This is an optimization exercise on Yosys and OpenROAD, whose aim is small area and a short achievable clock period, not a production implementation. Only simulation tests tie the RTL to the original design; equivalence was not proved. Power and IR drop assume default switching activity.

==> design/flow/design.v <==
package rv_front_pkg;
    typedef enum logic [6:0] {
        OPCODE_RTYPE  = 7'b0110011,  
        OPCODE_ITYPE  = 7'b0010011,  
        OPCODE_LOAD   = 7'b0000011,
        OPCODE_STORE  = 7'b0100011,
        OPCODE_BRANCH = 7'b1100011,  
        OPCODE_JAL    = 7'b1101111,
        OPCODE_JALR   = 7'b1100111,
        OPCODE_LUI    = 7'b0110111,  
        OPCODE_AUIPC  = 7'b0010111   
    } opcode_e;
    localparam logic [2:0] FUNCT3_SLL     = 3'b001;
    localparam logic [2:0] FUNCT3_SRL_SRA = 3'b101;  
    localparam int REG_COUNT  = 32;                   
    localparam int REG_ADDR_W = $clog2(REG_COUNT);    
endpackage
module rvf_aoi222 (
    input  logic a0, b0, a1, b1, a2, b2,
    output logic y
);
    assign y = ~((a0 & b0) | (a1 & b1) | (a2 & b2));
endmodule
module rvf_aoi22 (
    input  logic a0, b0, a1, b1,
    output logic y
);
    assign y = ~((a0 & b0) | (a1 & b1));
endmodule
module rvf_nand4 (
    input  logic a, b, c, d,
    output logic y
);
    assign y = ~(a & b & c & d);
endmodule
module rvf_nand3 (
    input  logic a, b, c,
    output logic y
);
    assign y = ~(a & b & c);
endmodule
module rvf_nor3 (
    input  logic a, b, c,
    output logic y
);
    assign y = ~(a | b | c);
endmodule
module rvf_nand2 (
    input  logic a, b,
    output logic y
);
    assign y = ~(a & b);
endmodule
module rvf_sel65 (
    input  logic [64:0] s,
    input  logic [64:0] d,
    output logic        y
);
    logic [21:0] l1;    
    logic [5:0]  l2;
    logic [1:0]  l3;
    for (genvar i = 0; i < 21; i++) begin : g_l1
        rvf_aoi222 u (.a0(s[3*i]), .b0(d[3*i]), .a1(s[3*i+1]), .b1(d[3*i+1]),
                      .a2(s[3*i+2]), .b2(d[3*i+2]), .y(l1[i]));
    end
    rvf_aoi22 u_l1_last (.a0(s[63]), .b0(d[63]), .a1(s[64]), .b1(d[64]), .y(l1[21]));
    for (genvar i = 0; i < 4; i++) begin : g_l2
        rvf_nand4 u (.a(l1[4*i]), .b(l1[4*i+1]), .c(l1[4*i+2]),
                     .d(l1[4*i+3]), .y(l2[i]));
    end
    rvf_nand3 u_l2_4 (.a(l1[16]), .b(l1[17]), .c(l1[18]), .y(l2[4]));
    rvf_nand3 u_l2_5 (.a(l1[19]), .b(l1[20]), .c(l1[21]), .y(l2[5]));
    rvf_nor3  u_l3a (.a(l2[0]), .b(l2[1]), .c(l2[2]), .y(l3[0]));
    rvf_nor3  u_l3b (.a(l2[3]), .b(l2[4]), .c(l2[5]), .y(l3[1]));
    rvf_nand2 u_l4  (.a(l3[0]), .b(l3[1]), .y(y));
endmodule
module rvf_sel31n (
    input  logic [30:0] s,
    input  logic [30:0] d,
    output logic        y_n
);
    logic [10:0] l1;
    logic [2:0]  l2;
    for (genvar i = 0; i < 10; i++) begin : g_l1
        rvf_aoi222 u (.a0(s[3*i]), .b0(d[3*i]), .a1(s[3*i+1]), .b1(d[3*i+1]),
                      .a2(s[3*i+2]), .b2(d[3*i+2]), .y(l1[i]));
    end
    rvf_nand2 u_l1_last (.a(s[30]), .b(d[30]), .y(l1[10]));
    rvf_nand4 u_l2_0 (.a(l1[0]), .b(l1[1]), .c(l1[2]), .d(l1[3]), .y(l2[0]));
    rvf_nand4 u_l2_1 (.a(l1[4]), .b(l1[5]), .c(l1[6]), .d(l1[7]), .y(l2[1]));
    rvf_nand3 u_l2_2 (.a(l1[8]), .b(l1[9]), .c(l1[10]), .y(l2[2]));
    rvf_nor3  u_l3   (.a(l2[0]), .b(l2[1]), .c(l2[2]), .y(y_n));
endmodule
module rvf_rsel (
    input  logic a, a_d,
    input  logic b, b_d,
    input  logic c, c_d,
    input  logic w,
    output logic y
);
    assign y = ((a & a_d) | (b & b_d) | (c & c_d)) & ~w;
endmodule
module rvf_rsel_r (
    input  logic r,
    input  logic a, a_d,
    input  logic b, b_d,
    input  logic c, c_d,
    input  logic w,
    output logic y
);
    assign y = (r | (a & a_d) | (b & b_d) | (c & c_d)) & ~w;
endmodule
module rvf_byp8 (
    input  logic [4:0] wb_rd,
    input  logic [4:0] rs,
    input  logic       wb_act,      
    input  logic [7:0] wb_data,
    input  logic [7:0] rd,
    output logic [7:0] y
);
    logic hit;
    assign hit = wb_act && (wb_rd == rs);
    assign y   = hit ? wb_data : rd;
endmodule
module rvf_mux2 (
    input  logic a, b, s,
    output logic y
);
    assign y = s ? b : a;
endmodule
module rvf_xor2 (
    input  logic a, b,
    output logic y
);
    assign y = a ^ b;
endmodule
module rvf_byp8n (
    input  logic [4:0] wb_rd,
    input  logic [4:0] rs,
    input  logic       act_n,
    input  logic [7:0] wb_data,
    input  logic [7:0] rd_n,
    output logic [7:0] y
);
    logic [4:0] dif;
    logic [1:0] same;
    logic       hit_n;
    for (genvar i = 0; i < 5; i++) begin : g_x
        rvf_xor2 u_x (.a(wb_rd[i]), .b(rs[i]), .y(dif[i]));
    end
    rvf_nor3  u_s0 (.a(dif[0]), .b(dif[1]), .c(dif[2]), .y(same[0]));
    rvf_nor3  u_s1 (.a(dif[3]), .b(dif[4]), .c(act_n), .y(same[1]));
    rvf_nand2 u_h  (.a(same[0]), .b(same[1]), .y(hit_n));
    for (genvar i = 0; i < 8; i++) begin : g_m
        rvf_mux2 u_m (.a(wb_data[i]), .b(~rd_n[i]), .s(hit_n), .y(y[i]));
    end
endmodule
module rv_front_top #(
    parameter int                DWIDTH     = 32,
    parameter int                AWIDTH     = 32,
    parameter logic [AWIDTH-1:0] RESET_PC   = '0,
    parameter int                IMEM_DEPTH = 64
)(
    input  logic                                clk,
    input  logic                                rst_n_i,
    input  logic                                imem_we_i,
    input  logic [$clog2(IMEM_DEPTH)-1:0]       imem_waddr_i,
    input  logic [DWIDTH-1:0]                   imem_wdata_i,
    input  logic                                stall_i,
    input  logic                                redirect_i,
    input  logic [AWIDTH-1:0]                   redirect_target_i,
    input  logic                                wb_en_i,
    input  logic [rv_front_pkg::REG_ADDR_W-1:0] wb_rd_i,
    input  logic [DWIDTH-1:0]                   wb_data_i,
    output logic [AWIDTH-1:0]                   pc_o,
    output logic [DWIDTH-1:0]                   insn_o,
    output logic [6:0]                          opcode_o,
    output logic [rv_front_pkg::REG_ADDR_W-1:0] rd_o,
    output logic [rv_front_pkg::REG_ADDR_W-1:0] rs1_o,
    output logic [rv_front_pkg::REG_ADDR_W-1:0] rs2_o,
    output logic [6:0]                          funct7_o,
    output logic [2:0]                          funct3_o,
    output logic [4:0]                          shamt_o,
    output logic [DWIDTH-1:0]                   imm_o,
    output logic [DWIDTH-1:0]                   rs1_data_o,
    output logic [DWIDTH-1:0]                   rs2_data_o
);
    localparam int IDX_W = $clog2(IMEM_DEPTH);
    localparam int NREG  = rv_front_pkg::REG_COUNT;
    localparam int RA_W  = rv_front_pkg::REG_ADDR_W;
    logic [AWIDTH-1:0]                  pc_q;
    logic [IMEM_DEPTH-1:0][DWIDTH-1:0]  mem_q;      
    logic [DWIDTH-1:0]                  insn_q;     
    logic [RA_W-1:0]                    rs1_q;      
    logic [RA_W-1:0]                    rs2_q;      
    logic                               rs1_nz_q;   
    logic                               rs2_nz_q;   
    logic [NREG-1:1][DWIDTH-1:0]        regs_q;     
    logic [NREG-1:1]                    valid_q;    
    logic [AWIDTH-1:0] pc_next;
    always_comb begin
        if (!rst_n_i)        pc_next = RESET_PC;
        else if (redirect_i) pc_next = redirect_target_i;
        else if (stall_i)    pc_next = pc_q;
        else                 pc_next = pc_q + AWIDTH'(4);
    end
    always_ff @(posedge clk) begin
        pc_q <= pc_next;
    end
    localparam logic [IDX_W-1:0] RST_IDX = RESET_PC[IDX_W+1:2];
    logic [IDX_W-1:0]      cur_idx;
    logic [IMEM_DEPTH-1:0] dec_tgt, dec_cur, dec_inc;
    logic [IMEM_DEPTH-1:0] wsel;      
    logic [IMEM_DEPTH-1:0] rsel;      
    logic                  c_rst, c_tgt, c_cur, c_inc;
    logic                  fwd;       
    logic [DWIDTH-1:0]     insn_next;
    assign cur_idx = pc_q[IDX_W+1:2];
    assign c_rst = !rst_n_i;
    assign c_tgt = rst_n_i && redirect_i;
    assign c_cur = rst_n_i && !redirect_i && stall_i;
    assign c_inc = rst_n_i && !redirect_i && !stall_i;
    always_comb begin
        for (int i = 0; i < IMEM_DEPTH; i++) begin
            dec_tgt[i] = (redirect_target_i[IDX_W+1:2] == IDX_W'(i));
            dec_cur[i] = (cur_idx == IDX_W'(i));
            wsel[i]    = imem_we_i && (imem_waddr_i == IDX_W'(i));
        end
        dec_inc = {dec_cur[IMEM_DEPTH-2:0], dec_cur[IMEM_DEPTH-1]};
    end
    for (genvar i = 0; i < IMEM_DEPTH; i++) begin : g_rsel
        if (i == RST_IDX) begin : g_r
            rvf_rsel_r u_rsel (
                .r (c_rst),
                .a (c_tgt), .a_d (dec_tgt[i]),
                .b (c_cur), .b_d (dec_cur[i]),
                .c (c_inc), .c_d (dec_inc[i]),
                .w (wsel[i]),
                .y (rsel[i])
            );
        end else begin : g_n
            rvf_rsel u_rsel (
                .a (c_tgt), .a_d (dec_tgt[i]),
                .b (c_cur), .b_d (dec_cur[i]),
                .c (c_inc), .c_d (dec_inc[i]),
                .w (wsel[i]),
                .y (rsel[i])
            );
        end
    end
    assign fwd = imem_we_i &&
                 ((c_rst && (imem_waddr_i == RST_IDX)) ||
                  (c_tgt && (imem_waddr_i == redirect_target_i[IDX_W+1:2])) ||
                  (c_cur && (imem_waddr_i == cur_idx)) ||
                  (c_inc && (imem_waddr_i == cur_idx + IDX_W'(1))));
    for (genvar b = 0; b < DWIDTH; b++) begin : g_rd
        logic [IMEM_DEPTH-1:0] col;
        for (genvar i = 0; i < IMEM_DEPTH; i++) begin : g_col
            assign col[i] = mem_q[i][b];
        end
        rvf_sel65 u_sel (
            .s ({fwd, rsel}),
            .d ({imem_wdata_i[b], col}),
            .y (insn_next[b])
        );
    end
    always_ff @(posedge clk) begin
        for (int i = 0; i < IMEM_DEPTH; i++) begin
            if (wsel[i]) mem_q[i] <= imem_wdata_i;
        end
    end
    logic [6:0]      op_n;
    logic            no_rs1_n;    
    logic            no_rs2_n;    
    logic [RA_W-1:0] rs1_next;
    logic [RA_W-1:0] rs2_next;
    assign op_n = insn_next[6:0];
    always_comb begin
        no_rs1_n = (op_n == rv_front_pkg::OPCODE_LUI)   ||
                   (op_n == rv_front_pkg::OPCODE_AUIPC) ||
                   (op_n == rv_front_pkg::OPCODE_JAL);
        no_rs2_n = no_rs1_n ||
                   (op_n == rv_front_pkg::OPCODE_ITYPE) ||
                   (op_n == rv_front_pkg::OPCODE_LOAD)  ||
                   (op_n == rv_front_pkg::OPCODE_JALR);
        rs1_next = no_rs1_n ? '0 : insn_next[19:15];
        rs2_next = no_rs2_n ? '0 : insn_next[24:20];
    end
    always_ff @(posedge clk) begin
        insn_q   <= insn_next;
        rs1_q    <= rs1_next;
        rs2_q    <= rs2_next;
        rs1_nz_q <= (rs1_next != '0);
        rs2_nz_q <= (rs2_next != '0);
    end
    logic is_op_n, is_opimm_n, is_load_n, is_jalr_n, is_store_n;
    logic is_branch_n, is_lui_n, is_auipc_n, is_jal_n, is_other_n;
    logic shift_n;
    always_comb begin
        is_op_n     = (op_n == rv_front_pkg::OPCODE_RTYPE);
        is_opimm_n  = (op_n == rv_front_pkg::OPCODE_ITYPE);
        is_load_n   = (op_n == rv_front_pkg::OPCODE_LOAD);
        is_jalr_n   = (op_n == rv_front_pkg::OPCODE_JALR);
        is_store_n  = (op_n == rv_front_pkg::OPCODE_STORE);
        is_branch_n = (op_n == rv_front_pkg::OPCODE_BRANCH);
        is_lui_n    = (op_n == rv_front_pkg::OPCODE_LUI);
        is_auipc_n  = (op_n == rv_front_pkg::OPCODE_AUIPC);
        is_jal_n    = (op_n == rv_front_pkg::OPCODE_JAL);
        is_other_n  = !(is_op_n || is_opimm_n || is_load_n || is_jalr_n ||
                        is_store_n || is_branch_n || is_lui_n ||
                        is_auipc_n || is_jal_n);
        shift_n     = (insn_next[14:12] == rv_front_pkg::FUNCT3_SLL) ||
                      (insn_next[14:12] == rv_front_pkg::FUNCT3_SRL_SRA);
    end
    logic fmt_i_q, fmt_s_q, fmt_b_q, fmt_u_q, fmt_j_q;    
    logic rd_en_q, f3_en_q, f7_en_q, sh_en_q;            
    always_ff @(posedge clk) begin
        fmt_i_q <= is_opimm_n || is_load_n || is_jalr_n;
        fmt_s_q <= is_store_n;
        fmt_b_q <= is_branch_n;
        fmt_u_q <= is_lui_n || is_auipc_n;
        fmt_j_q <= is_jal_n;
        rd_en_q <= !(is_store_n || is_branch_n);
        f3_en_q <= !(is_lui_n || is_auipc_n || is_jal_n);
        f7_en_q <= is_op_n || (is_opimm_n && shift_n) || is_other_n;
        sh_en_q <= (is_opimm_n && shift_n) || is_other_n;
    end
    logic [DWIDTH-1:0] imm_i, imm_s, imm_b, imm_u, imm_j;
    assign pc_o     = pc_q;
    assign insn_o   = insn_q;
    assign opcode_o = insn_q[6:0];
    assign rs1_o    = rs1_q;
    assign rs2_o    = rs2_q;
    assign rd_o     = insn_q[11:7]  & {5{rd_en_q}};
    assign funct3_o = insn_q[14:12] & {3{f3_en_q}};
    assign funct7_o = insn_q[31:25] & {7{f7_en_q}};
    assign shamt_o  = insn_q[24:20] & {5{sh_en_q}};
    assign imm_i = {{20{insn_q[31]}}, insn_q[31:20]};
    assign imm_s = {{20{insn_q[31]}}, insn_q[31:25], insn_q[11:7]};
    assign imm_b = {{19{insn_q[31]}}, insn_q[31], insn_q[7],
                    insn_q[30:25], insn_q[11:8], 1'b0};
    assign imm_u = {insn_q[31:12], 12'b0};
    assign imm_j = {{11{insn_q[31]}}, insn_q[31], insn_q[19:12],
                    insn_q[20], insn_q[30:21], 1'b0};
    assign imm_o = (imm_i & {DWIDTH{fmt_i_q}}) |
                   (imm_s & {DWIDTH{fmt_s_q}}) |
                   (imm_b & {DWIDTH{fmt_b_q}}) |
                   (imm_u & {DWIDTH{fmt_u_q}}) |
                   (imm_j & {DWIDTH{fmt_j_q}});
    logic [NREG-1:1] wb_sel;
    always_comb begin
        for (int i = 1; i < NREG; i++) begin
            wb_sel[i] = wb_en_i && (wb_rd_i == RA_W'(i));
        end
    end
    always_ff @(posedge clk) begin
        for (int i = 1; i < NREG; i++) begin
            if (wb_sel[i]) regs_q[i] <= wb_data_i;
        end
    end
    always_ff @(posedge clk) begin
        if (!rst_n_i) valid_q <= '0;
        else          valid_q <= valid_q | wb_sel;
    end
    logic [NREG-1:1]   valid_next;
    logic [NREG-1:1]   sel1_next, sel2_next;
    logic [NREG-1:1]   sel1_q, sel2_q;
    assign valid_next = rst_n_i ? (valid_q | wb_sel) : '0;
    always_comb begin
        for (int i = 1; i < NREG; i++) begin
            sel1_next[i] = (insn_next[19:15] == RA_W'(i)) && !no_rs1_n && valid_next[i];
            sel2_next[i] = (insn_next[24:20] == RA_W'(i)) && !no_rs2_n && valid_next[i];
        end
    end
    always_ff @(posedge clk) begin
        sel1_q <= sel1_next;
        sel2_q <= sel2_next;
    end
    logic [DWIDTH-1:0] rd1_n, rd2_n;    
    logic              act1_n, act2_n;    
    for (genvar b = 0; b < DWIDTH; b++) begin : g_rf
        logic [NREG-1:1] col;
        for (genvar i = 1; i < NREG; i++) begin : g_col
            assign col[i] = regs_q[i][b];
        end
        rvf_sel31n u_sel1 (.s(sel1_q), .d(col), .y_n(rd1_n[b]));
        rvf_sel31n u_sel2 (.s(sel2_q), .d(col), .y_n(rd2_n[b]));
    end
    assign act1_n = !(wb_en_i && rs1_nz_q);
    assign act2_n = !(wb_en_i && rs2_nz_q);
    for (genvar k = 0; k < DWIDTH / 8; k++) begin : g_byp
        rvf_byp8n u_byp1 (
            .wb_rd (wb_rd_i), .rs (rs1_q), .act_n (act1_n),
            .wb_data (wb_data_i[8*k +: 8]), .rd_n (rd1_n[8*k +: 8]),
            .y (rs1_data_o[8*k +: 8])
        );
        rvf_byp8n u_byp2 (
            .wb_rd (wb_rd_i), .rs (rs2_q), .act_n (act2_n),
            .wb_data (wb_data_i[8*k +: 8]), .rd_n (rd2_n[8*k +: 8]),
            .y (rs2_data_o[8*k +: 8])
        );
    end
endmodule
==> design/flow/flow/run.sh <==
#!/bin/bash
# Layout flow: the standard flow (standard.sh), with the port buffers
# that global placement inserts made plain buf_4 cells instead of the
# default pick, so the sizing repair can resize them. Every port still
# gets its buffer.
set -euo pipefail
cat >> config.mk <<'EOC'
export BUFFER_PORTS_ARGS = -buffer_cell sky130_fd_sc_hd__buf_4
EOC
bash standard.sh > standard_flow.log 2>&1
==> design/flow/standard.sh <==
#!/bin/bash
# synth_recipe.tcl (not shown) runs the flow's synth.tcl, then flattens the netlist and writes it again
# the make line also repeats each setting of config.mk as NAME=value (left out here)
make -C /OpenROAD-flow-scripts/flow DESIGN_CONFIG=/design/flow/config.mk WORK_HOME=/design/flow/orfs CLKGATE_MAP_FILE= SYNTH_SCRIPT=/design/flow/synth_recipe.tcl "${@:-finish}"
==> design/flow/config.mk <==
export PLATFORM = sky130hd
export DESIGN_NAME = rv_front_top
export DESIGN_NICKNAME = rv_front_top
export VERILOG_FILES = /design/flow/design.v
export SDC_FILE = /design/flow/constraint.sdc
export NUM_CORES = 4
export LEC_CHECK = 0
export CAP_MARGIN = 20
export CORE_MARGIN = 2
export CORE_UTILIZATION = 50
export CTS_CLUSTER_DIAMETER = 60
export CTS_CLUSTER_SIZE = 16
export SETUP_SLACK_MARGIN = 3.6
export SLEW_MARGIN = 20
export SYNTH_HIERARCHICAL = 1
export SYNTH_MINIMUM_KEEP_SIZE = 0
export BUFFER_PORTS_ARGS = -buffer_cell sky130_fd_sc_hd__buf_4
==> design/flow/constraint.sdc <==
create_clock -name core_clock -period 8.5 [get_ports {clk}]
set_input_delay 1.7000 -clock core_clock [delete_from_list [all_inputs] [get_ports {clk}]]
set_output_delay 1.7000 -clock core_clock [all_outputs]
set_load 0.01 [all_outputs]
==> results of run 1 <==
synthesized netlist by cell type (21+ instances only):
| library cell | number | area [sq um] |
|---|---|---|
| sky130_fd_sc_hd__nor3_2 | 144 | 1441 |
| sky130_fd_sc_hd__o21ai_0 | 53 | 265.3 |
| sky130_fd_sc_hd__a21oi_1 | 21 | 105.1 |
| sky130_fd_sc_hd__xor2_1 | 61 | 534.3 |
| sky130_fd_sc_hd__a22oi_2 | 32 | 400.4 |
| sky130_fd_sc_hd__nor2b_1 | 31 | 193.9 |
| sky130_fd_sc_hd__a222oi_1 | 1375 | 13760 |
| sky130_fd_sc_hd__mux2_4 | 64 | 960.9 |
| sky130_fd_sc_hd__nor3_1 | 70 | 350.3 |
| sky130_fd_sc_hd__and2_1 | 22 | 137.6 |
| sky130_fd_sc_hd__nand2_1 | 187 | 701.9 |
| sky130_fd_sc_hd__nand4_1 | 267 | 1670 |
| sky130_fd_sc_hd__inv_1 | 106 | 397.9 |
| sky130_fd_sc_hd__edfxtp_1 | 3040 | 91290 |
| sky130_fd_sc_hd__nor2_1 | 328 | 1231 |
| sky130_fd_sc_hd__nand3_1 | 169 | 845.8 |
| sky130_fd_sc_hd__dfxtp_1 | 178 | 3563 |
| sky130_fd_sc_hd__xnor2_1 | 21 | 183.9 |
| sky130_fd_sc_hd__clkbuf_1 | 47 | 176.4 |
modules after synthesis (local to each module, per instance), a selection:
module / flip-flops and latches / cells inside / cell area (sq um) / times used
rvf_byp8n: 0 / 8 / 30.03 / 8
rvf_aoi22: 0 / 1 / 12.51 / 32
rv_front_top: 3218 / 4074 / 99170 / 1
rvf_mux2: 0 / 1 / 15.01 / 64
rvf_rsel: 0 / 2 / 13.76 / 63
rvf_nor3: 0 / 1 / 10.01 / 144
rvf_nand3: 0 / 1 / 5.005 / 128
rvf_nand2: 0 / 1 / 3.754 / 104
metrics by stage:
stage	power, mW	hold slack [ps]
global placement	19.24	483.7
detailed placement	19.27	494.7
global route	30.13	537.3
floorplan	18.41	486.1
CTS	29.40	511.3
finish	29.46	505.7
state kept, by name, indices dropped and copies added (netlist names), 5 cells and up:
register / cells
mem_q: 2048
valid_q: 31
pc_q: 32
regs_q: 992
rs2_q: 5
sel2_q: 31
rs1_q: 5
sel1_q: 31
insn_q: 32
how the worst min path moves through the flow:
stage                                    start              endpoint  slack [ps]  cells past startpoint
final                     pc_q[0]$_SDFFE_PN0P_  pc_q[0]$_SDFFE_PN0P_         510                      2
after global routing      pc_q[0]$_SDFFE_PN0P_  pc_q[0]$_SDFFE_PN0P_         540                      2
after CTS                 pc_q[0]$_SDFFE_PN0P_  pc_q[0]$_SDFFE_PN0P_         510                      2
after detailed placement  pc_q[0]$_SDFFE_PN0P_  pc_q[0]$_SDFFE_PN0P_         490                      2
after global placement    pc_q[1]$_SDFFE_PN0P_  pc_q[1]$_SDFFE_PN0P_         480                      2
after floorplan            valid_q[31]$_DFF_P_   valid_q[31]$_DFF_P_         490                      2
worst reg2reg max path, cell delays in order, from the launching register on:
cell	delay, ps
sky130_fd_sc_hd__dfxtp_1	300
sky130_fd_sc_hd__buf_4	190
sky130_fd_sc_hd__ha_2	350
sky130_fd_sc_hd__nand2_1	400
sky130_fd_sc_hd__nor2_1	160
sky130_fd_sc_hd__a222oi_1	260
sky130_fd_sc_hd__buf_4	210
sky130_fd_sc_hd__nor2_4	100
sky130_fd_sc_hd__a222oi_1	470
sky130_fd_sc_hd__nand4_1	560
sky130_fd_sc_hd__nor3_4	570
sky130_fd_sc_hd__nand2_4	170
sky130_fd_sc_hd__and2_4	190
sky130_fd_sc_hd__o21ai_4	180
sky130_fd_sc_hd__a21oi_4	140
sky130_fd_sc_hd__or3b_4	500
sky130_fd_sc_hd__nor3_1	210
cell families (layout without fill, tap and decap cells):
kind of cell	after synthesis	count (layout)	share of synthesized area (%)
other	0	15	0
buffers and inverters	178	1268	0.6035
adders and majority gates	4	4	0.04198
xor gates and xnor gates	82	82	0.6024
AOI/OAI and AO/OA	1519	1521	12.45
and+or+nand+nor	1278	1318	5.898
muxes	68	68	0.8396
DFF	3218	3218	79.56
metal layers:
layer  vias to the layer above  track usage (%)  share of wire (%)
met5                         -                0              0.013
met4                         8            17.94                7.0
met3                      1278            8.204                 13
met2                      6403            54.88                 47
met1                     40360            43.63                 34
li1                      31130                -                  -
power breakdown:
group	total [mW]	internal [mW]	switching [mW]
Clock	10.3	5.04	5.29
Combinational	1.49	0.430	1.06
Sequential	17.6	17.5	0.157
Total	29.5	23.0	6.50
layout by cell type, fill, tap and decap left out, types with 104 or more instances in the layout:
cell | synthesis | routed
sky130_fd_sc_hd__nor3_2 | 144 | 146
sky130_fd_sc_hd__nand3_1 | 169 | 153
sky130_fd_sc_hd__edfxtp_1 | 3040 | 3040
sky130_fd_sc_hd__nand4_1 | 267 | 267
sky130_fd_sc_hd__a222oi_1 | 1375 | 1375
sky130_fd_sc_hd__clkbuf_16 | 0 | 262
sky130_fd_sc_hd__nand2_1 | 187 | 140
sky130_fd_sc_hd__nor2_4 | 0 | 170
sky130_fd_sc_hd__buf_4 | 8 | 628
sky130_fd_sc_hd__dfxtp_1 | 178 | 152
sky130_fd_sc_hd__nor2_1 | 328 | 162
sky130_fd_sc_hd__inv_1 | 106 | 104
layout make-up:
cell class / count / area [sq um] / area share (%)
inverters: 107 / 412.9 / 0.2942
repair buffers: 833 / 8356 / 5.953
clock buffers: 283 / 5976 / 4.257
well taps: 3167 / 3963 / 2.823
flip-flops and latches: 3218 / 94930 / 67.63
diodes: 15 / 37.54 / 0.02674
clock inverters: 45 / 531.8 / 0.3789
multi-input cells: 2993 / 26150 / 18.63
repair_timing:
action | 4_1_cts | 5_1_grt
hold buffers | 0 | 0
gates cloned | 39 | 39
setup buffers | 97 | 143
gates resized for setup | 314 | 220
pin swaps | 180 | 179
setup endpoints to repair | 174 | 108
==> reports/metrics.json, run 1 <==
{
  "max_cap_violations": 0,
  "vias": 79170,
  "clk_pin_slew_worst_paths_ps": 70,
  "grt_antenna_before_repair": 22,
  "clock_path_buffers": 3,
  "synth_fp_nets": 6464,
  "utilization_pct": 59.12,
  "critPathMaxStageDelay_ps": 570,
  "initial_util_pct": 50.22,
  "synth_flop_cell": "sky130_fd_sc_hd__edfxtp_1",
  "finalSetupViolCount": 0,
  "flow.area_growth_from_synthesis_pct": 17.74,
  "ff2ff_setup_slack_ps": 3440,
  "timing.critical_path.fanout_max": 9,
  "layout-drive-gt1-share_pct": 23.02,
  "dieArea_sq_um": 242400,
  "cts_tree": "built",
  "floorplan.die.width_um": 492.3,
  "fin_crit_ps": 5235,
  "placement.cell_area_sq_um": 128400,
  "critical_path_buf_inv_count": 2,
  "setup.worst_path.class": "in -> reg",
  "hpwl_mm": 250.4,
  "setup_repair_after_global_routing_missed_its_margin": "yes",
  "maxSlewHeadroom_pct": 25.65,
  "placement_rows": 179,
  "cells_traversed_along_the_worst_timing_path": "buf_6, nor2b_1, nand2_2, nor2_1, a222oi_1, buf_4, nor2_4, a222oi_1, nand4_1, nor3_4, nand2_4, and2_4, o21ai_4, a21oi_4, or3b_4, nor3_1",
  "async_flop_share_pct": 0,
  "synth_edf_count": 3040,
  "floorplan.core_area_sq_um": 237400,
  "grt-ovfl-total": 0,
  "finalMaxSlewViolations": 0,
  "cts-buffers-inserted": 229,
  "placed_cells": 10000,
  "r2r_start": "pc_q[2]$_SDFFE_PN0N_",
  "endpoint_kind": "flop",
  "fp.dieH_um": 492.3,
  "timing.critical_path.mode_cell": "sky130_fd_sc_hd__a222oi_1",
  "count_of_input_and_output_buffers": 309,
  "top_delay_family_on_crit_path": "simple AND/OR/NAND/NOR gates",
  "worst_setup_path_start_kind": "input port",
  "netlist_instances": 6347,
  "seq_area_frac_synth_pct": 79.56,
  "tightest_pin_transition_ps": 1106,
  "totalNegativeSetupSlack_ps": 0,
  "outcome": "timing/DRC/antenna clean",
  "worst_case_reg_to_reg_path_depth": 16,
  "post_layout_nonfiller_instances": 10660,
  "min-delay-path-class": "reg -> reg",
  "finalCritPeriodShare_pct": 61.59,
  "average_wire_per_standard_cell_um": 41.20,
  "synth.yosys.warnings": 7,
  "critical_path_arrival_ps": 6050,
  "num_io_pins": 310,
  "clk-insertion-delay-late_ps": 910,
  "wl_mm": 439.3,
  "first_global_vias": 73520,
  "globalRouteTotalUtil_pct": 34.27,
  "number_of_synthesized_register_bits": 3218,
  "cts_htree_levels": 4,
  "p_leak_nw": 45.07,
  "clk_tree_root_cell": "sky130_fd_sc_hd__clkbuf_16",
  "final_nets": 7499,
  "route.detailed.drc": 0,
  "tritoncts_num_sinks": 3218,
  "rr_endpoint": "sel2_q[18]$_DFF_P_",
  "design_area_sq_um": 140400,
  "critPathCapture": "sel2_q[18]$_DFF_P_",
  "vias_per_cell": 7.426,
  "ir_drop_uv": 180.2,
  "grt_first_pass_wirelength_mm": 582.2,
  "crit_start": "redirect_target_i[2]",
  "worst-path-stages": 16,
  "cp_data_required_time_ps": 9310,
  "post_synth_num_cell_types": 57,
  "drtPass1Iterations": 13,
  "fmax_mhz": 191.0,
  "postSynthAreaPerCell_sq_um": 18.78,
  "power.density_nw_per_um2": 209.9,
  "postLayoutSetupSlackWorst_ps": 3265,
  "detail-route-antenna-nets": 0,
  "worst_clock_skew_ps": 52.80,
  "netlist_area_sq_um": 119200,
  "gp_routability_congestion": 0.9902,
  "grt_max_degree": 66,
  "hold_violations": 0,
  "nFillCells": 17680,
  "cpMaxStageDelayCell": "sky130_fd_sc_hd__nor3_4",
  "drt_iter0_drc": 18610,
  "place_worst_setup_slack_ps": 1298
}
==> run 2: changes to the inputs <==
--- a/design/flow/design.v
+++ b/design/flow/design.v
@@ -128,6 +128,18 @@
 );
     assign y = s ? b : a;
 endmodule
+module rvf_and4 (
+    input  logic a, b, c, d,
+    output logic y
+);
+    assign y = a & b & c & d;
+endmodule
+module rvf_mux2i (
+    input  logic a, b, s,
+    output logic y
+);
+    assign y = ~(s ? b : a);
+endmodule
 module rvf_xor2 (
     input  logic a, b,
     output logic y
@@ -138,7 +150,7 @@
     input  logic [4:0] wb_rd,
     input  logic [4:0] rs,
     input  logic       act_n,
-    input  logic [7:0] wb_data,
+    input  logic [7:0] wb_data_n,   
     input  logic [7:0] rd_n,
     output logic [7:0] y
 );
@@ -152,7 +164,7 @@
     rvf_nor3  u_s1 (.a(dif[3]), .b(dif[4]), .c(act_n), .y(same[1]));
     rvf_nand2 u_h  (.a(same[0]), .b(same[1]), .y(hit_n));
     for (genvar i = 0; i < 8; i++) begin : g_m
-        rvf_mux2 u_m (.a(wb_data[i]), .b(~rd_n[i]), .s(hit_n), .y(y[i]));
+        rvf_mux2i u_m (.a(wb_data_n[i]), .b(rd_n[i]), .s(hit_n), .y(y[i]));
     end
 endmodule
 module rv_front_top #(
@@ -366,11 +378,23 @@
     logic [NREG-1:1]   sel1_next, sel2_next;
     logic [NREG-1:1]   sel1_q, sel2_q;
     assign valid_next = rst_n_i ? (valid_q | wb_sel) : '0;
+    logic [3:0] lo1, lo2;    
+    logic [7:0] hi1, hi2;    
     always_comb begin
-        for (int i = 1; i < NREG; i++) begin
-            sel1_next[i] = (insn_next[19:15] == RA_W'(i)) && !no_rs1_n && valid_next[i];
-            sel2_next[i] = (insn_next[24:20] == RA_W'(i)) && !no_rs2_n && valid_next[i];
+        for (int j = 0; j < 4; j++) begin
+            lo1[j] = (insn_next[16:15] == 2'(j));
+            lo2[j] = (insn_next[21:20] == 2'(j));
         end
+        for (int j = 0; j < 8; j++) begin
+            hi1[j] = (insn_next[19:17] == 3'(j));
+            hi2[j] = (insn_next[24:22] == 3'(j));
+        end
+    end
+    for (genvar i = 1; i < NREG; i++) begin : g_sel
+        rvf_and4 u_s1 (.a(lo1[i % 4]), .b(hi1[i / 4]), .c(!no_rs1_n),
+                       .d(valid_next[i]), .y(sel1_next[i]));
+        rvf_and4 u_s2 (.a(lo2[i % 4]), .b(hi2[i / 4]), .c(!no_rs2_n),
+                       .d(valid_next[i]), .y(sel2_next[i]));
     end
     always_ff @(posedge clk) begin
         sel1_q <= sel1_next;
@@ -386,17 +410,19 @@
         rvf_sel31n u_sel1 (.s(sel1_q), .d(col), .y_n(rd1_n[b]));
         rvf_sel31n u_sel2 (.s(sel2_q), .d(col), .y_n(rd2_n[b]));
     end
+    logic [DWIDTH-1:0] wb_data_n;
+    assign wb_data_n = ~wb_data_i;
     assign act1_n = !(wb_en_i && rs1_nz_q);
     assign act2_n = !(wb_en_i && rs2_nz_q);
     for (genvar k = 0; k < DWIDTH / 8; k++) begin : g_byp
         rvf_byp8n u_byp1 (
             .wb_rd (wb_rd_i), .rs (rs1_q), .act_n (act1_n),
-            .wb_data (wb_data_i[8*k +: 8]), .rd_n (rd1_n[8*k +: 8]),
+            .wb_data_n (wb_data_n[8*k +: 8]), .rd_n (rd1_n[8*k +: 8]),
             .y (rs1_data_o[8*k +: 8])
         );
         rvf_byp8n u_byp2 (
             .wb_rd (wb_rd_i), .rs (rs2_q), .act_n (act2_n),
-            .wb_data (wb_data_i[8*k +: 8]), .rd_n (rd2_n[8*k +: 8]),
+            .wb_data_n (wb_data_n[8*k +: 8]), .rd_n (rd2_n[8*k +: 8]),
             .y (rs2_data_o[8*k +: 8])
         );
     end
==> reports/metrics.json, run 2 <==
{
  "outcome": "timing/DRC/antenna clean",
  "clk-insertion-delay-late_ps": 930,
  "drtPass1Iterations": 14,
  "crit_start": "redirect_i",
  "clk_pin_slew_worst_paths_ps": 70,
  "average_wire_per_standard_cell_um": 41.12,
  "critical_path_buf_inv_count": 7,
  "detail-route-antenna-nets": 0,
  "first_global_vias": 73710,
  "fmax_mhz": 196.8,
  "grt-ovfl-total": 0,
  "clock_power_share_pct": 35.6,
  "max_cap_violations": 0,
  "synth_flop_cell": "sky130_fd_sc_hd__edfxtp_1",
  "registers.top_by_ff_count": "mem_q",
  "endpoint_kind": "flop",
  "clock_path_buffers": 3,
  "clk_tree_root_cell": "sky130_fd_sc_hd__clkbuf_16",
  "post_synth_num_cell_types": 57,
  "rr_endpoint": "sel2_q[1]$_DFF_P_",
  "power.share.sequential_pct": 59.7,
  "nFillCells": 17700,
  "p_int_mw": 23.02,
  "count_of_input_and_output_buffers": 309,
  "globalRouteTotalUtil_pct": 34.34,
  "floorplan.die.width_um": 491.7,
  "wl_mm": 433.0,
  "post-synth-top-count-cell": "sky130_fd_sc_hd__edfxtp_1",
  "netlist_area_sq_um": 118900,
  "cpMaxStageDelayCell": "sky130_fd_sc_hd__a222oi_1",
  "final_cell_mix": "3,040 x sky130_fd_sc_hd__edfxtp_1, 1,375 x sky130_fd_sc_hd__a222oi_1, 608 x sky130_fd_sc_hd__buf_4, 269 x sky130_fd_sc_hd__nand4_1, 244 x sky130_fd_sc_hd__clkbuf_16",
  "cts-buffers-inserted": 230,
  "worstHoldStart": "valid_q[13]$_DFF_P_",
  "async_flop_share_pct": 0,
  "cp_data_required_time_ps": 9280,
  "placement_rows": 179,
  "r2r_start": "pc_q[7]$_SDFFE_PN0N_",
  "setup_repair_after_global_routing_missed_its_margin": "yes",
  "number_of_synthesized_register_bits": 3218,
  "combinationalPowerShare_pct": 4.7,
  "route.detailed.drc": 0,
  "postSynthAreaPerCell_sq_um": 18.87,
  "critPathMaxStageDelay_ps": 570,
  "flow.area_growth_from_synthesis_pct": 16.30,
  "synth_largest_type_area_fraction_pct": 76.77,
  "top_delay_family_on_crit_path": "simple AND/OR/NAND/NOR gates",
  "switching_power_mw": 6.550,
  "worst_case_reg_to_reg_path_depth": 16,
  "setup.worst_path.class": "in -> reg",
  "grt_antenna_before_repair": 35,
  "vias_per_cell": 7.464,
  "worst-path-stages": 18,
  "layout-drive-gt1-share_pct": 20.56,
  "synth_common_cells": "3,040 x sky130_fd_sc_hd__edfxtp_1, 1,375 x sky130_fd_sc_hd__a222oi_1, 381 x sky130_fd_sc_hd__nor2_1",
  "p_leak_nw": 43.66,
  "cts_tree": "built",
  "netlist_instances": 6301,
  "largest_registers": "mem_q (2048), regs_q (992)",
  "hpwl_mm": 244.1,
  "synth_fp_nets": 6418,
  "fin_crit_ps": 5081,
  "critPathCapture": "sel2_q[1]$_DFF_P_",
  "gp_routability_congestion": 0.9407,
  "finalCritPeriodShare_pct": 59.78,
  "p_sw_share_pct": 22.15,
  "cts.hold.buffers_added": 0,
  "ir_drop_uv": 191.3,
  "dieArea_sq_um": 241800,
  "critical_path_arrival_ps": 5860,
  "largest_register_ffs": 2048,
  "fp.dieH_um": 491.7,
  "worst_clock_skew_ps": 57.37,
  "synth.top_cells.by_area": "sky130_fd_sc_hd__edfxtp_1 77%, sky130_fd_sc_hd__a222oi_1 12%, sky130_fd_sc_hd__dfxtp_1 3.0%, sky130_fd_sc_hd__nand4_1 1.4%, sky130_fd_sc_hd__nor3_2 1.2%",
  "netlist.top_cell.by_area": "sky130_fd_sc_hd__edfxtp_1",
  "finalSetupViolCount": 0,
  "seq_area_frac_synth_pct": 79.76,
  "maxSlewHeadroom_pct": 15.22,
  "final_nets": 7344,
  "synth.yosys.warnings": 7,
  "grt_max_degree": 66,
  "hold_violations": 0,
  "cells_traversed_along_the_worst_timing_path": "buf_16, clkinvlp_4, buf_6, nor2_4, a222oi_1, nor2_4, buf_12, buf_4, a222oi_1, nand4_1, nor3_4, nand2_2, nor2b_4, nand3_2, a21oi_4, buf_12, clkinvlp_4, and4_1",
  "synth_edf_count": 3040,
  "tightest_pin_transition_ps": 1272,
  "floorplan.core_area_sq_um": 237200,
  "totalNegativeSetupSlack_ps": 0,
  "power.density_nw_per_um2": 213.8,
  "layout.cells.most_common": "sky130_fd_sc_hd__edfxtp_1",
  "cts_htree_levels": 4,
  "min-delay-path-class": "reg -> reg",
  "num_io_pins": 310,
  "vias": 78590,
  "worst_setup_path_start_kind": "input port",
  "finalMaxSlewViolations": 0,
  "ff2ff_setup_slack_ps": 3610,
  "tritoncts_num_sinks": 3218,
  "grt_first_pass_wirelength_mm": 584.1,
  "fin_hold_ws_ps": 511.9,
  "drt_iter0_drc": 18190,
  "timing.critical_path.fanout_max": 14,
  "initial_util_pct": 50.14
}
run 2: changes by cell type after synthesis, moves of 5 or more:
cell,delta
sky130_fd_sc_hd__xnor2_1,-5
sky130_fd_sc_hd__inv_1,-65
sky130_fd_sc_hd__xor2_1,+6
sky130_fd_sc_hd__a21oi_1,+10
sky130_fd_sc_hd__or3_1,-5
sky130_fd_sc_hd__mux2i_1,+64
sky130_fd_sc_hd__nor3_1,-62
sky130_fd_sc_hd__buf_2,-6
sky130_fd_sc_hd__nand3b_1,-8
sky130_fd_sc_hd__nor2_1,+53
sky130_fd_sc_hd__and4_1,+60
sky130_fd_sc_hd__mux2_4,-64
sky130_fd_sc_hd__nor3b_1,+5
sky130_fd_sc_hd__o21ai_0,-28
run 2: timing repair:
action	in CTS	in global routing
pin swaps	110	99
setup endpoints to repair	158	103
buffers inserted	96	70
gates cloned	38	16
resized for setup	217	125
run 2: worst min path at each step:
stage | to | slack, ps | cells after the start
floorplan | valid_q[16]$_DFF_P_ | 470 | 2
global placement | pc_q[0]$_SDFFE_PN0P_ | 490 | 2
detailed placement | valid_q[13]$_DFF_P_ | 500 | 2
CTS | valid_q[13]$_DFF_P_ | 510 | 2
global route | valid_q[13]$_DFF_P_ | 520 | 2
finish | valid_q[13]$_DFF_P_ | 510 | 2
run 2: metrics by stage:
stage	instance area [sq um]	instances	utilization (%)	total power, mW	worst slack, ps
floorplan	119900	6301	-	18.38	2721
global placement	127900	9941	53.91	19.20	1488
detailed placement	127900	9942	53.91	19.23	1437
CTS	136700	10420	57.66	29.54	3441
global route	138300	10530	58.31	30.21	3388
finish	138300	10530	58.31	29.57	3419
run 2: cells by family after synthesis:
logic type                 count (synthesis)  synth area share [%]
xor gates and xnor gates                  83                0.6113
AOI/OAI and AO/OA                       1494                 12.35
DFF                                     3218                 79.76
buffers and inverters                    107                0.3925
and+or+nand+nor                         1327                 6.266
adders and majority gates                  4               0.04209
muxes                                     68                0.5724
run 2: cell type report:
| class | count | area, sq um | area share, % |
|---|---|---|---|
| timing repair inverter | 3 | 22.52 | 0.01628 |
| sequential | 3218 | 94860 | 68.59 |
| inverter | 42 | 182.7 | 0.1321 |
| clock inverter | 48 | 689.4 | 0.4985 |
| antenna | 19 | 47.55 | 0.03438 |
| timing repair buffer | 722 | 6534 | 4.724 |
| clock buffer | 300 | 6070 | 4.389 |
| multi-input combinational | 3010 | 25940 | 18.75 |
| tap | 3167 | 3963 | 2.865 |
run 2: power groups by stage:
stage	clock network, mW	logic, mW	registers [mW]
2_1_floorplan	0	0.431	17.9
3_3_place_gp	0	1.22	18.0
3_5_place_dp	0	1.24	18.0
4_1_cts	10.6	1.31	17.6
5_1_grt	11.1	1.43	17.6
6_report	10.5	1.39	17.6
run 2: per-layer routing:
metal / part of all wire, % / GRT usage (%) / wire [um] / vias to the layer above
met5: 0.0062 / 0 / 27 / -
met4: 6.4 / 17.82 / 27700 / 4
met3: 13 / 7.136 / 57820 / 1176
met2: 46 / 53.52 / 199300 / 6727
met1: 34 / 45.82 / 148100 / 39830
li1: - / - / - / 30860
run 2: tightest hold or removal path: cells and delay by family (launching register included):
kind             cells  cell delay, ps
DFF                  1             300
and+or+nand+nor      2             160
run 2: per-module statistics from Yosys (local to each module, per instance), excerpt:
module	cell area [sq um]	copies in the design	flops+latches	cells
rvf_mux2i	10.01	64	0	1
rvf_nand3	5.005	128	0	1
rvf_and4	8.758	62	0	1
rvf_xor2	8.758	40	0	1
rvf_nand2	3.754	104	0	1
rvf_aoi22	12.51	32	0	1
rvf_nand4	6.256	256	0	1
rvf_nor3	10.01	144	0	1
==> run 3: changes to the inputs <==
--- a/design/flow/config.mk
+++ b/design/flow/config.mk
@@ -8,8 +8,8 @@
 export CAP_MARGIN = 20
 export CORE_MARGIN = 2
 export CORE_UTILIZATION = 50
-export CTS_CLUSTER_DIAMETER = 60
-export CTS_CLUSTER_SIZE = 16
+export CTS_CLUSTER_DIAMETER = 75
+export CTS_CLUSTER_SIZE = 22
 export SETUP_SLACK_MARGIN = 3.6
 export SLEW_MARGIN = 20
 export SYNTH_HIERARCHICAL = 1
==> reports/metrics.json, run 3 <==
{
  "outcome": "timing/DRC/antenna clean",
  "synth_fp_nets": 6418,
  "vias_per_cell": 7.463,
  "finalMaxSlewViolations": 0,
  "cts_htree_levels": 4,
  "p_sw_share_pct": 22.08,
  "count_of_input_and_output_buffers": 309,
  "grt_max_degree": 66,
  "grt_antenna_before_repair": 34,
  "clock_path_buffers": 3,
  "fin_hold_ws_ps": 511.8,
  "globalRouteTotalUtil_pct": 34.27,
  "vias": 78210,
  "cpMaxStageDelayCell": "sky130_fd_sc_hd__nand4_1",
  "registers.top_by_ff_count": "mem_q",
  "netlist_instances": 6301,
  "route.detailed.drc": 0,
  "synth_edf_count": 3040,
  "setup_repair_after_global_routing_missed_its_margin": "yes",
  "switching_power_mw": 6.232,
  "synth.yosys.warnings": 7,
  "flow.area_growth_from_synthesis_pct": 15.41,
  "endpoint_kind": "flop",
  "synth_fa_ha_area_share_pct": 0.04209,
  "cts_tree": "built",
  "cells_traversed_along_the_worst_timing_path": "buf_4, nor2b_1, nand2_1, nor2_1, a222oi_1, buf_4, nor2_4, buf_4, a222oi_1, nand4_1, nor3_4, nand2_2, and2_1, and4_1",
  "clk_pin_slew_worst_paths_ps": 90,
  "synth.area.mux_share_pct": 0.5724,
  "totalNegativeSetupSlack_ps": 0,
  "num_io_pins": 310,
  "netlist.top_cell.by_area": "sky130_fd_sc_hd__edfxtp_1",
  "ff2ff_setup_slack_ps": 3460,
  "grt_first_pass_wirelength_mm": 582.1,
  "number_of_synthesized_register_bits": 3218,
  "p_leak_nw": 43.14,
  "final_nets": 7314,
  "finalSetupViolCount": 0,
  "clock_power_share_pct": 32.5,
  "multi_input_comb_area_sq_um": 25990,
  "ir_drop_uv": 194.0,
  "largest_registers": "mem_q (2048), regs_q (992)",
  "top_delay_family_on_crit_path": "simple AND/OR/NAND/NOR gates",
  "synth-simple-area-share_pct": 6.266,
  "hold_violations": 0,
  "post_synthesis_share_of_cell_area_spent_on_xor_and_xnor_gates_pct": 0.6113,
  "nFillCells": 17750,
  "async_flop_share_pct": 0,
  "layout.cells.most_common": "sky130_fd_sc_hd__edfxtp_1",
  "postSynthAreaPerCell_sq_um": 18.87,
  "tightest_pin_transition_ps": 1318,
  "largest_register_ffs": 2048,
  "seq_area_frac_synth_pct": 79.76,
  "cts.hold.buffers_added": 0,
  "postLayoutSetupSlackWorst_ps": 3424,
  "drt_iter0_drc": 18130,
  "hpwl_mm": 244.1,
  "timing.critical_path.mode_cell": "sky130_fd_sc_hd__buf_4",
  "combinationalPowerShare_pct": 5.0,
  "timing.critical_path.fanout_max": 9,
  "detail-route-antenna-nets": 0,
  "fp.dieH_um": 491.7,
  "dieArea_sq_um": 241800,
  "clk_tree_root_cell": "sky130_fd_sc_hd__clkbuf_16",
  "placement_rows": 179,
  "max_cap_violations": 0,
  "gp_routability_congestion": 0.9407,
  "post_synth_num_cell_types": 57,
  "power.share.sequential_pct": 62.5,
  "worst_setup_path_start_kind": "input port",
  "layout-drive-gt1-share_pct": 20.39,
  "register_area_sq_um": 94850,
  "synth_top_family_by_area": "compound AO/OA/AOI/OAI gates",
  "clk-insertion-delay-late_ps": 880,
  "finalCritPeriodShare_pct": 59.72,
  "synth.top_cells.by_area": "sky130_fd_sc_hd__edfxtp_1 77%, sky130_fd_sc_hd__a222oi_1 12%, sky130_fd_sc_hd__dfxtp_1 3.0%, sky130_fd_sc_hd__nand4_1 1.4%, sky130_fd_sc_hd__nor3_2 1.2%",
  "fmax_mhz": 197.0,
  "grt-ovfl-total": 0,
  "floorplan.core_area_sq_um": 237200,
  "netlist_area_sq_um": 118900,
  "fin_crit_ps": 5076,
  "first_global_vias": 73170,
  "critical_path_buf_inv_count": 3,
  "maxSlewHeadroom_pct": 12.15,
  "cp_data_required_time_ps": 9260,
  "place_worst_setup_slack_ps": 1437,
  "final_cell_mix": "3,040 x sky130_fd_sc_hd__edfxtp_1, 1,375 x sky130_fd_sc_hd__a222oi_1, 625 x sky130_fd_sc_hd__buf_4, 269 x sky130_fd_sc_hd__nand4_1, 217 x sky130_fd_sc_hd__nor2_1",
  "cts-buffers-inserted": 175,
  "wl_mm": 431.9,
  "average_wire_per_standard_cell_um": 41.21,
  "critical_path_arrival_ps": 5840,
  "setup.worst_path.class": "in -> reg",
  "p_int_mw": 22.00,
  "floorplan.die.width_um": 491.7,
  "worst_clock_skew_ps": 30.75,
  "post-synth-top-count-cell": "sky130_fd_sc_hd__edfxtp_1",
  "min-delay-path-class": "reg -> reg",
  "initial_util_pct": 50.14,
  "tritoncts_num_sinks": 3218,
  "synth_flop_cell": "sky130_fd_sc_hd__edfxtp_1",
  "power.density_nw_per_um2": 205.7,
  "critPathMaxStageDelay_ps": 610,
  "synth_common_cells": "3,040 x sky130_fd_sc_hd__edfxtp_1, 1,375 x sky130_fd_sc_hd__a222oi_1, 381 x sky130_fd_sc_hd__nor2_1",
  "synth-compound-area-share_pct": 12.35,
  "drtPass1Iterations": 13,
  "synth_largest_type_area_fraction_pct": 76.77
}
==> run 3: cell count changes in the layout (fill, tap and decap cells not counted), moves of 3 or more <==
cell                         before  now
sky130_fd_sc_hd__clkbuf_16      244  192
sky130_fd_sc_hd__clkbuf_1        66   45
sky130_fd_sc_hd__buf_4          608  625
sky130_fd_sc_hd__buf_12          42   51
sky130_fd_sc_hd__clkinv_16        9    1
sky130_fd_sc_hd__clkinv_8         6   14
sky130_fd_sc_hd__buf_6           40   35
sky130_fd_sc_hd__clkinv_2         7    2
sky130_fd_sc_hd__nand2_4         11   16
sky130_fd_sc_hd__clkinvlp_4       6   10
sky130_fd_sc_hd__nand2_1        146  143
==> run 3: cell families (layout without fill, tap and decap cells) <==
family	after synthesis	in the layout
flip-flops	3218	3218
AO/OA/AOI/OAI	1494	1495
AND/OR/NAND/NOR	1327	1360
buffers and inverters	107	1065
XOR/XNOR	83	83
multiplexers	68	68
adder cells (fa/ha/maj)	4	4
other	0	20
==> run 3: modules after synthesis (local to each module, per instance), a selection <==
module / area (sq um) / cells inside / flip-flops and latches
rvf_and4: 8.758 / 1 / 0
rvf_rsel_r: 17.52 / 3 / 0
rvf_nor3: 10.01 / 1 / 0
rvf_nand3: 5.005 / 1 / 0
rvf_aoi222: 10.01 / 1 / 0
rv_front_top: 98890 / 4030 / 3218
rvf_nand2: 3.754 / 1 / 0
rvf_nand4: 6.256 / 1 / 0
rvf_mux2i: 10.01 / 1 / 0
==> run 3: final timing paths <==
| kind | endpoint | depth (start not counted) | startpoint |
|---|---|---|---|
| worst max register to register | sel2_q[10]$_DFF_P_ | 16 | pc_q[6]$_SDFFE_PN0N_ |
| worst min register to register | valid_q[13]$_DFF_P_ | 2 | valid_q[13]$_DFF_P_ |
| worst max-delay path | sel2_q[19]$_DFF_P_ | 14 | redirect_target_i[3] |
| worst min-delay path | valid_q[13]$_DFF_P_ | 2 | valid_q[13]$_DFF_P_ |
==> run 3: worst reg2reg max path: stages, from the launching register on <==
cell and delay (ps):
sky130_fd_sc_hd__dfxtp_1 750, sky130_fd_sc_hd__inv_1 210, sky130_fd_sc_hd__nand2_2 340, sky130_fd_sc_hd__nor2_1 210
sky130_fd_sc_hd__a222oi_1 460, sky130_fd_sc_hd__nor2_4 80, sky130_fd_sc_hd__buf_8 210, sky130_fd_sc_hd__a222oi_1 360
sky130_fd_sc_hd__nand4_1 410, sky130_fd_sc_hd__nor3_4 380, sky130_fd_sc_hd__nand2_2 110, sky130_fd_sc_hd__or2_4 250
sky130_fd_sc_hd__a211o_1 340, sky130_fd_sc_hd__a21oi_4 210, sky130_fd_sc_hd__buf_12 180, sky130_fd_sc_hd__clkinvlp_4 200
sky130_fd_sc_hd__and4_1 250
==> run 3: cell type report <==
cell class	instances	share of cell area (%)
antenna	20	0.03647
clock buffer	227	3.417
clock inverter	46	0.4458
inverter	42	0.1331
multi-input combinational	3010	18.94
sequential	3218	69.11
tap	3167	2.887
timing repair buffer	747	5.013
timing repair inverter	3	0.01641
==> run 3: power groups by stage <==
stage	sequential, mW	combinational (mW)	clock (mW)
after CTS	17.6	1.32	9.25
after global routing	17.6	1.45	9.76
final	17.6	1.41	9.18
after detailed placement	18.0	1.24	0
after floorplan	17.9	0.431	0
after global placement	18.0	1.22	0
==> run 3: what timing repair did <==
item	CTS	global route
gates resized for setup	243	136
endpoints found under the setup margin	161	101
buffers inserted	113	76
pin swaps	124	83
gates cloned	40	16
==> run 3: metrics by stage <==
step	util [%]	total power, mW	area [sq um]	cells
final	57.87	28.23	137200	10480
after global routing	57.86	28.85	137200	10480
after CTS	57.18	28.19	135600	10370
after detailed placement	53.91	19.23	127900	9942
after global placement	53.91	19.20	127900	9941
after floorplan	-	18.38	119900	6301
==> run 3: per-layer routing <==
metal / GRT usage, % / vias up / share of wire (%)
met2: 53.59 / 6563 / 46
met4: 16.97 / 8 / 6.0
li1: - / 30770 / -
met5: 0 / - / 0.0095
met3: 7.793 / 1080 / 14
met1: 45.44 / 39790 / 34
==> run 4: changes to the inputs <==
--- a/design/flow/design.v
+++ b/design/flow/design.v
@@ -128,11 +128,11 @@
 );
     assign y = s ? b : a;
 endmodule
-module rvf_and4 (
-    input  logic a, b, c, d,
+module rvf_and3 (
+    input  logic a, b, c,
     output logic y
 );
-    assign y = a & b & c & d;
+    assign y = a & b & c;
 endmodule
 module rvf_mux2i (
     input  logic a, b, s,
@@ -386,15 +386,15 @@
             lo2[j] = (insn_next[21:20] == 2'(j));
         end
         for (int j = 0; j < 8; j++) begin
-            hi1[j] = (insn_next[19:17] == 3'(j));
-            hi2[j] = (insn_next[24:22] == 3'(j));
+            hi1[j] = (insn_next[19:17] == 3'(j)) && !no_rs1_n;
+            hi2[j] = (insn_next[24:22] == 3'(j)) && !no_rs2_n;
         end
     end
     for (genvar i = 1; i < NREG; i++) begin : g_sel
-        rvf_and4 u_s1 (.a(lo1[i % 4]), .b(hi1[i / 4]), .c(!no_rs1_n),
-                       .d(valid_next[i]), .y(sel1_next[i]));
-        rvf_and4 u_s2 (.a(lo2[i % 4]), .b(hi2[i / 4]), .c(!no_rs2_n),
-                       .d(valid_next[i]), .y(sel2_next[i]));
+        rvf_and3 u_s1 (.a(lo1[i % 4]), .b(hi1[i / 4]), .c(valid_next[i]),
+                       .y(sel1_next[i]));
+        rvf_and3 u_s2 (.a(lo2[i % 4]), .b(hi2[i / 4]), .c(valid_next[i]),
+                       .y(sel2_next[i]));
     end
     always_ff @(posedge clk) begin
         sel1_q <= sel1_next;
--- a/design/flow/config.mk
+++ b/design/flow/config.mk
@@ -10,7 +10,7 @@
 export CORE_UTILIZATION = 50
 export CTS_CLUSTER_DIAMETER = 75
 export CTS_CLUSTER_SIZE = 22
-export SETUP_SLACK_MARGIN = 3.6
+export SETUP_SLACK_MARGIN = 3.8
 export SLEW_MARGIN = 20
 export SYNTH_HIERARCHICAL = 1
 export SYNTH_MINIMUM_KEEP_SIZE = 0
==> reports/metrics.json, run 4 <==
{
  "power.density_nw_per_um2": 202.9,
  "power.share.sequential_pct": 62.4,
  "p_leak_nw": 44.43,
  "tritoncts_num_sinks": 3218,
  "multi_input_comb_area_sq_um": 26530,
  "floorplan.die.width_um": 491.4,
  "grt_first_pass_wirelength_mm": 573.7,
  "setup_repair_after_global_routing_missed_its_margin": "yes",
  "ff2ff_setup_slack_ps": 3650,
  "netlist_instances": 6305,
  "finalSetupViolCount": 0,
  "netlist.top_cell.by_area": "sky130_fd_sc_hd__edfxtp_1",
  "cp_data_required_time_ps": 9260,
  "fmax_mhz": 202.7,
  "gp_routability_congestion": 0.9884,
  "clk_pin_slew_worst_paths_ps": 80,
  "drt_iter0_drc": 17880,
  "grt_max_degree": 66,
  "flow.area_growth_from_synthesis_pct": 17.31,
  "p_sw_share_pct": 22.17,
  "wl_mm": 427.1,
  "endpoint_kind": "flop",
  "synth_largest_type_area_fraction_pct": 76.87,
  "globalRouteTotalUtil_pct": 33.70,
  "switching_power_mw": 6.266,
  "worst_case_reg_to_reg_path_depth": 17,
  "final_nets": 7438,
  "nFillCells": 17500,
  "synth.top_cells.by_area": "sky130_fd_sc_hd__edfxtp_1 77%, sky130_fd_sc_hd__a222oi_1 12%, sky130_fd_sc_hd__dfxtp_1 3.0%, sky130_fd_sc_hd__nand4_1 1.4%, sky130_fd_sc_hd__nor3_2 1.2%",
  "finalMaxSlewViolations": 0,
  "layout.cells.most_common": "sky130_fd_sc_hd__edfxtp_1",
  "cpMaxStageDelayCell": "sky130_fd_sc_hd__a222oi_1",
  "hold_violations": 0,
  "synth.yosys.warnings": 7,
  "cts-buffers-inserted": 174,
  "seq_area_frac_synth_pct": 79.87,
  "synth_common_cells": "3,040 x sky130_fd_sc_hd__edfxtp_1, 1,375 x sky130_fd_sc_hd__a222oi_1, 386 x sky130_fd_sc_hd__nor2_1",
  "number_of_synthesized_register_bits": 3218,
  "netlist_area_sq_um": 118800,
  "registers.top_by_ff_count": "mem_q",
  "tightest_pin_transition_ps": 1153,
  "fp.dieH_um": 491.4,
  "average_wire_per_standard_cell_um": 40.35,
  "drtPass1Iterations": 14,
  "register_area_sq_um": 94860,
  "synth_flop_cell": "sky130_fd_sc_hd__edfxtp_1",
  "post-synth-top-count-cell": "sky130_fd_sc_hd__edfxtp_1",
  "clk_tree_root_cell": "sky130_fd_sc_hd__clkbuf_16",
  "critPathMaxStageDelay_ps": 570,
  "timing.critical_path.fanout_max": 8,
  "detail-route-antenna-nets": 0,
  "clk-insertion-delay-late_ps": 890,
  "largest_registers": "mem_q (2048), regs_q (992)",
  "ir_drop_uv": 186.1,
  "initial_util_pct": 50.40,
  "p_int_mw": 22.00,
  "timing.critical_path.mode_cell": "sky130_fd_sc_hd__a222oi_1",
  "grt_antenna_before_repair": 24,
  "vias_per_cell": 7.399,
  "cells_traversed_along_the_worst_timing_path": "buf_16, and2_4, buf_6, a222oi_1, nor2_4, a222oi_1, nand4_1, nor3_2, nand2_2, or2_4, a211o_1, a21oi_4, buf_12, nand2b_4, nor3b_4, and3_1",
  "max_cap_violations": 0,
  "top_delay_family_on_crit_path": "simple AND/OR/NAND/NOR gates",
  "route.detailed.drc": 0,
  "cts_tree": "built",
  "placement_rows": 178,
  "postSynthAreaPerCell_sq_um": 18.84,
  "num_io_pins": 310,
  "async_flop_share_pct": 0,
  "layout-drive-gt1-share_pct": 22.58,
  "fin_crit_ps": 4933,
  "critical_path_arrival_ps": 5690,
  "totalNegativeSetupSlack_ps": 0,
  "worst_setup_path_start_kind": "input port",
  "setup.worst_path.class": "in -> reg",
  "clock_path_buffers": 3,
  "first_global_vias": 73070,
  "min-delay-path-class": "reg -> reg",
  "outcome": "timing/DRC/antenna clean",
  "final_cell_mix": "3,040 x sky130_fd_sc_hd__edfxtp_1, 1,375 x sky130_fd_sc_hd__a222oi_1, 688 x sky130_fd_sc_hd__buf_4, 271 x sky130_fd_sc_hd__nand4_1, 219 x sky130_fd_sc_hd__nor2_1",
  "totalPowerFinal_mw": 28.27,
  "worst_clock_skew_ps": 35.28,
  "count_of_input_and_output_buffers": 309,
  "vias": 78320,
  "finalCritPeriodShare_pct": 58.03,
  "critical_path_buf_inv_count": 3,
  "worstHoldStart": "pc_q[0]$_SDFFE_PN0P_",
  "clock_power_share_pct": 32.2,
  "timing.hold.worst_endpoint": "pc_q[0]$_SDFFE_PN0P_",
  "rr_endpoint": "sel2_q[23]$_DFF_P_",
  "grt-ovfl-total": 0,
  "synth_fp_nets": 6422,
  "synth_edf_count": 3040,
  "hpwl_mm": 251.1,
  "dieArea_sq_um": 241400,
  "cts_htree_levels": 4,
  "largest_register_ffs": 2048,
  "maxSlewHeadroom_pct": 22.33,
  "hold-path-cell-count": 2,
  "floorplan.core_area_sq_um": 235600,
  "post_synth_num_cell_types": 52,
  "combinationalPowerShare_pct": 5.4,
  "r2r_start": "pc_q[2]$_SDFFE_PN0N_"
}
[run 4: cell count changes in the layout (fill, tap and decap cells not counted), moves of 14 or more]
| cell | previous run | this run |
|---|---|---|
| sky130_fd_sc_hd__nor3_4 | 23 | 37 |
| sky130_fd_sc_hd__buf_4 | 625 | 688 |
| sky130_fd_sc_hd__mux2i_4 | 13 | 28 |
| sky130_fd_sc_hd__nand2_4 | 16 | 30 |
| sky130_fd_sc_hd__and4_1 | 63 | 4 |
| sky130_fd_sc_hd__and3_1 | 7 | 60 |
| sky130_fd_sc_hd__xor2_1 | 67 | 49 |
| sky130_fd_sc_hd__xor2_2 | 0 | 15 |
| sky130_fd_sc_hd__buf_6 | 35 | 65 |
| sky130_fd_sc_hd__buf_12 | 51 | 79 |
[run 4: metal layers]
metal / wire [um] / global-route usage (%) / share of wire [%]
met1: 149300 / 44.33 / 35
met2: 200400 / 54.45 / 47
met3: 52760 / 6.786 / 12
met4: 24460 / 15.17 / 5.7
met5: 208 / 0 / 0.049
[run 4: timing repair]
item | in CTS | in global routing
hold endpoints to repair | 0 | 0
gates cloned | 26 | 32
setup endpoints to repair | 171 | 115
hold buffers | 0 | 0
setup buffers | 155 | 115
pin swaps | 227 | 247
gates resized for setup | 385 | 205
[run 4: cells by family after synthesis]
family | share of synthesized area [%]
AO/OA/AOI/OAI | 12.37
XOR/XNOR | 0.6269
adder cells (fa/ha/maj) | 0.04215
buffers and inverters | 0.3793
flip-flops | 79.87
multiplexers | 0.5900
AND/OR/NAND/NOR | 6.120
[run 4: worst max path at each step]
stage                           from                 end  slack, ps  depth (start not counted)
after floorplan              stall_i  sel1_q[12]$_DFF_P_       2400                         13
after global placement     imem_we_i  sel1_q[18]$_DFF_P_       1440                         13
after detailed placement  redirect_i     sh_en_q$_DFF_P_       1360                         16
after CTS                 wb_rd_i[2]       rs2_data_o[3]       3760                          7
after global routing      redirect_i  sel1_q[10]$_DFF_P_       3650                         14
final                     redirect_i  sel2_q[23]$_DFF_P_       3570                         16
[run 4: power groups by stage]
stage	registers [mW]	logic, mW	clock network, mW
6_report	17.6	1.54	9.10
5_1_grt	17.6	1.57	9.66
4_1_cts	17.6	1.39	9.14
3_5_place_dp	18.0	1.25	0
3_3_place_gp	18.0	1.23	0
2_1_floorplan	17.9	0.431	0
[run 4: worst register-to-register path, cell delays in order, from the launching register on]
cell and delay (ps):
sky130_fd_sc_hd__dfxtp_1 310, sky130_fd_sc_hd__buf_4 190, sky130_fd_sc_hd__ha_2 320, sky130_fd_sc_hd__nand2_1 280, sky130_fd_sc_hd__nor2_1 150, sky130_fd_sc_hd__a222oi_1 600
sky130_fd_sc_hd__nor2_4 180, sky130_fd_sc_hd__a222oi_1 450, sky130_fd_sc_hd__nand4_1 400, sky130_fd_sc_hd__nor3_2 370, sky130_fd_sc_hd__nand2_2 110, sky130_fd_sc_hd__or2_4 270
sky130_fd_sc_hd__a211o_1 290, sky130_fd_sc_hd__a21oi_4 150, sky130_fd_sc_hd__buf_12 170, sky130_fd_sc_hd__nand2b_4 250, sky130_fd_sc_hd__nor3b_4 70, sky130_fd_sc_hd__and3_1 150
[run 4: Yosys stat by module (local to each module, per instance), excerpt]
module	flip-flops and latches	cell area, sq um	cells
rv_front_top	3218	98890	4034
rvf_and3	0	6.256	1
rvf_aoi22	0	12.51	1
rvf_mux2i	0	10.01	1
rvf_nand3	0	5.005	1
rvf_nand4	0	6.256	1
[run 4: layout make-up]
class,count,area share (%)
Antenna cell,16,0.02874
Clock buffer,226,3.333
Timing Repair Buffer,880,6.150
Inverter,43,0.1248
Sequential cell,3218,68.09
Multi-Input combinational cell,3004,19.04
Clock inverter,48,0.4006
Tap cell,3150,2.829
[run 4: stage by stage]
stage | instances | setup slack (ps) | util [%] | hold slack [ps] | area [sq um]
2_1_floorplan | 6305 | 2405 | - | 466.7 | 119500
3_3_place_gp | 9967 | 1440 | 54.34 | 476.7 | 128100
3_5_place_dp | 9967 | 1364 | 54.34 | 489.4 | 128100
4_1_cts | 10420 | 3763 | 57.98 | 505.9 | 136600
5_1_grt | 10580 | 3649 | 59.11 | 536.1 | 139300
6_report | 10590 | 3567 | 59.12 | 503.8 | 139300

## re-timing with driven ports
The results above use ideal ports. As a check the final layouts listed here were re-extracted and re-timed, cells and wires unchanged. Step 1 sets driving cells, clkbuf_16 on the clock port and buf_2 on the other inputs (assumed; they add their load-dependent delay and slew). Step 2 also shifts input and output timing later by t, the mid clock arrival at the registers, as if the neighbouring blocks saw the same clock. Three values: ideal, step 1, step 2; two values: the first two.
| run | shift t [ns] | slack for setup (ns) | hold WS [ns] | clock arrival spread, ns |
|---|---|---|---|---|
| run 1 | 0.980 | 3.265 / 3.129 / 2.149 | 0.506 / 0.506 / 0.506 | 0.065 / 0.065 |
| run 2 | 0.998 | 3.419 / 3.327 / 2.329 | 0.512 / 0.512 / 0.512 | 0.065 / 0.065 |
| run 3 | 0.955 | 3.424 / 3.325 / 2.371 | 0.512 / 0.512 / 0.512 | 0.045 / 0.045 |
| run 4 | 0.974 | 3.567 / 3.476 / 2.502 | 0.504 / 0.504 / 0.504 | 0.041 / 0.041 |
After both steps setup and hold are still met in every run listed. For run 1, which loses most, drivers alone change the setup slack by -0.136 ns; drivers and shift together by -1.116 ns.
